Background: an optimization exercise with open tools, aiming at a short achievable clock period and few clock cycles per item. Do not read the settings as production practice.
Power is estimated from default activity; no workload was simulated.

## data_cache
module data_cache (
   input  logic        clk,
   input  logic        reset,
   input  logic        MemWrite,
   input  logic        MemRead,
   input  logic [31:0] addr,
   input  logic [31:0] wdata,
   output logic [31:0] rdata,
   output logic        memstall,
   output logic        mem_req,
   output logic        mem_we,
   output logic [31:0] mem_addr,
   output logic [31:0] mem_wdata,
   input  logic [31:0] mem_rdata,
   input  logic        mem_ack
);
For scale: about 4800 cells after synthesis, ~2600 flip-flops, ~100000 um^2 of cells after synthesis.
==> flow/config.mk <==
export PLATFORM = sky130hd
export DESIGN_NAME = data_cache
export DESIGN_NICKNAME = data_cache
export VERILOG_FILES = /design/flow/design.v
export SDC_FILE = /design/flow/constraint.sdc
export NUM_CORES = 4
export LEC_CHECK = 0
export ABC_CLOCK_PERIOD_IN_PS = 1500
export CAP_MARGIN = 20
export CORE_MARGIN = 2
export CORE_UTILIZATION = 55
export SETUP_SLACK_MARGIN = 3.6
export SLEW_MARGIN = 20
==> flow/constraint.sdc <==
create_clock -name core_clock -period 6.5 [get_ports {clk}]
set_input_delay 1.3000 -clock core_clock [delete_from_list [all_inputs] [get_ports {clk}]]
set_output_delay 1.3000 -clock core_clock [all_outputs]
set_load 0.01 [all_outputs]
run.sh (not shown) runs the stock make flow with config.mk's settings and CLKGATE_MAP_FILE= SYNTH_SCRIPT=/design/flow/synth_recipe.tcl, a recipe that flattens the netlist after the stock synthesis.
Edit:
SETUP_SLACK_MARGIN = 4.0   (was 3.6)
TNS_END_PERCENT = 10   (was unset)
=> The new run completed with no timing, DRC or antenna violations. Flip-flop and latch count does not change. Cell area stays flat. Clock-buffer cell count decreases by 12. Global-route usage decreases by 0.43 points. Utilization is about the same. Register-to-register slack improves by 0.24 ns.
Edit:
SETUP_SLACK_MARGIN = 3.45   (was 4.0)
TNS_END_PERCENT = unset   (was 10)
What happened:
- via count went down slightly
- final area barely changes
- combinational power went down by a few percent
- critical path depth is unchanged
- core utilization went down by 0.19 points
No functional check of the RTL was part of any run of this note.

* * *

data_cache, a different RTL version from the one above (not shown whole).
Size: about 5800 cells after synthesis, roughly 2600 flip-flops.
clock: 6.5 ns
lec_check: 0
abc_clock_period_in_ps: 1500
cap_margin: 20
core_margin: 2
core_utilization: 70
setup_slack_margin: 3.5
slew_margin: 20
synth_hierarchical: 1
standard.sh (not shown) runs the stock make flow with config.mk's settings and CLKGATE_MAP_FILE= SYNTH_SCRIPT=/design/flow/synth_recipe.tcl, a recipe that flattens the netlist after the stock synthesis.
==> flow/flow/run.sh <==
#!/bin/bash
# Standard layout, except that the delay cells are kept out of port buffering, placement,
# timing repair and routing (the resizer otherwise picks them as port and fanout
# buffers). Synthesis is the standard one, unchanged.
set -euo pipefail
bash standard.sh synth > synth.log 2>&1
hook=$(pwd)/flow/dont_use_dly.tcl
for step in FLOORPLAN GLOBAL_PLACE RESIZE DETAIL_PLACE CTS GLOBAL_ROUTE DETAIL_ROUTE REPAIR_TIMING_POST_PLACE; do
  export PRE_${step}_TCL=$hook
done
bash standard.sh finish > layout.log 2>&1
==> flow/flow/dont_use_dly.tcl <==
# Keep the delay cells out of every buffering and sizing step.
set_dont_use [get_lib_cells {*/sky130_fd_sc_hd__dly* */sky130_fd_sc_hd__clkdlybuf*}]
puts "dont_use_dly: [llength [get_lib_cells {*/sky130_fd_sc_hd__dly* */sky130_fd_sc_hd__clkdlybuf*}]] delay cells set dont_use"
==> next run, changes <==
==> flow/run.sh (new file) <==
#!/bin/bash
# synth_recipe.tcl (not shown) runs the flow's synth.tcl, then flattens the netlist and writes it again
# the make line also repeats each setting of config.mk as NAME=value (left out here)
make -C /OpenROAD-flow-scripts/flow DESIGN_CONFIG=/design/flow/config.mk WORK_HOME=/design/flow/orfs CLKGATE_MAP_FILE= SYNTH_SCRIPT=/design/flow/synth_recipe.tcl finish
removed: flow/flow/run.sh
removed: flow/flow/dont_use_dly.tcl
removed: flow/standard.sh
Result:
- The changed run finished clean
- total power shrinks by 0.94%
- via count decreases by 0.79%
- first-iteration DRC count came out lower by 3.2%
- wire length fell by 1.1%
- worst hold slack gets better by 0.069 ns
- synthesized cell count does not change
- critical path depth stays the same
Function was not checked in any run of this note: the RTL went through the layout flow alone.

[afterwards: timing with drivers on the ports]
Ports are ideal in the flow. The routed layouts listed here were re-timed in OpenROAD.
Step 1: set_driving_cell puts a clkbuf_16 on clk and a buf_2 on each other input, an assumption about the parent block.
Step 2 adds t to the input delays and takes it off the output delays; t is the mean of the earliest and latest rising clock arrival at the registers after step 1. Input paths then give back, and output paths get back, about the clock's delay inside the block.
Three values: no drivers, after step 1, after step 2; two values: the first two.
| run | t (ns) | slack for setup (ns) | worst register clock-pin slew, ns | worst data-port slew with drivers (ns) |
|---|---|---|---|---|
| the first run of note 1 | 0.983 | 2.854 / 2.621 / 1.638 | 0.06 / 0.06 | 0.35 |
| the second run of note 1 | 1.020 | 3.114 / 2.780 / 1.846 | 0.07 / 0.07 | 0.45 |
| the third run of note 1 | 1.013 | 2.830 / 2.631 / 1.618 | 0.07 / 0.07 | 0.32 |
| the first run of note 2 | 0.945 | 3.365 / 3.308 / 2.410 | 0.06 / 0.06 | 0.22 |
| the second run of note 2 | 0.939 | 3.379 / 3.291 / 2.405 | 0.07 / 0.07 | 0.28 |
After both steps every run listed still meets setup and hold. The setup slack of the second run of note 1, which loses most, moves by -0.334 ns with the drivers and by -1.268 ns with both steps.
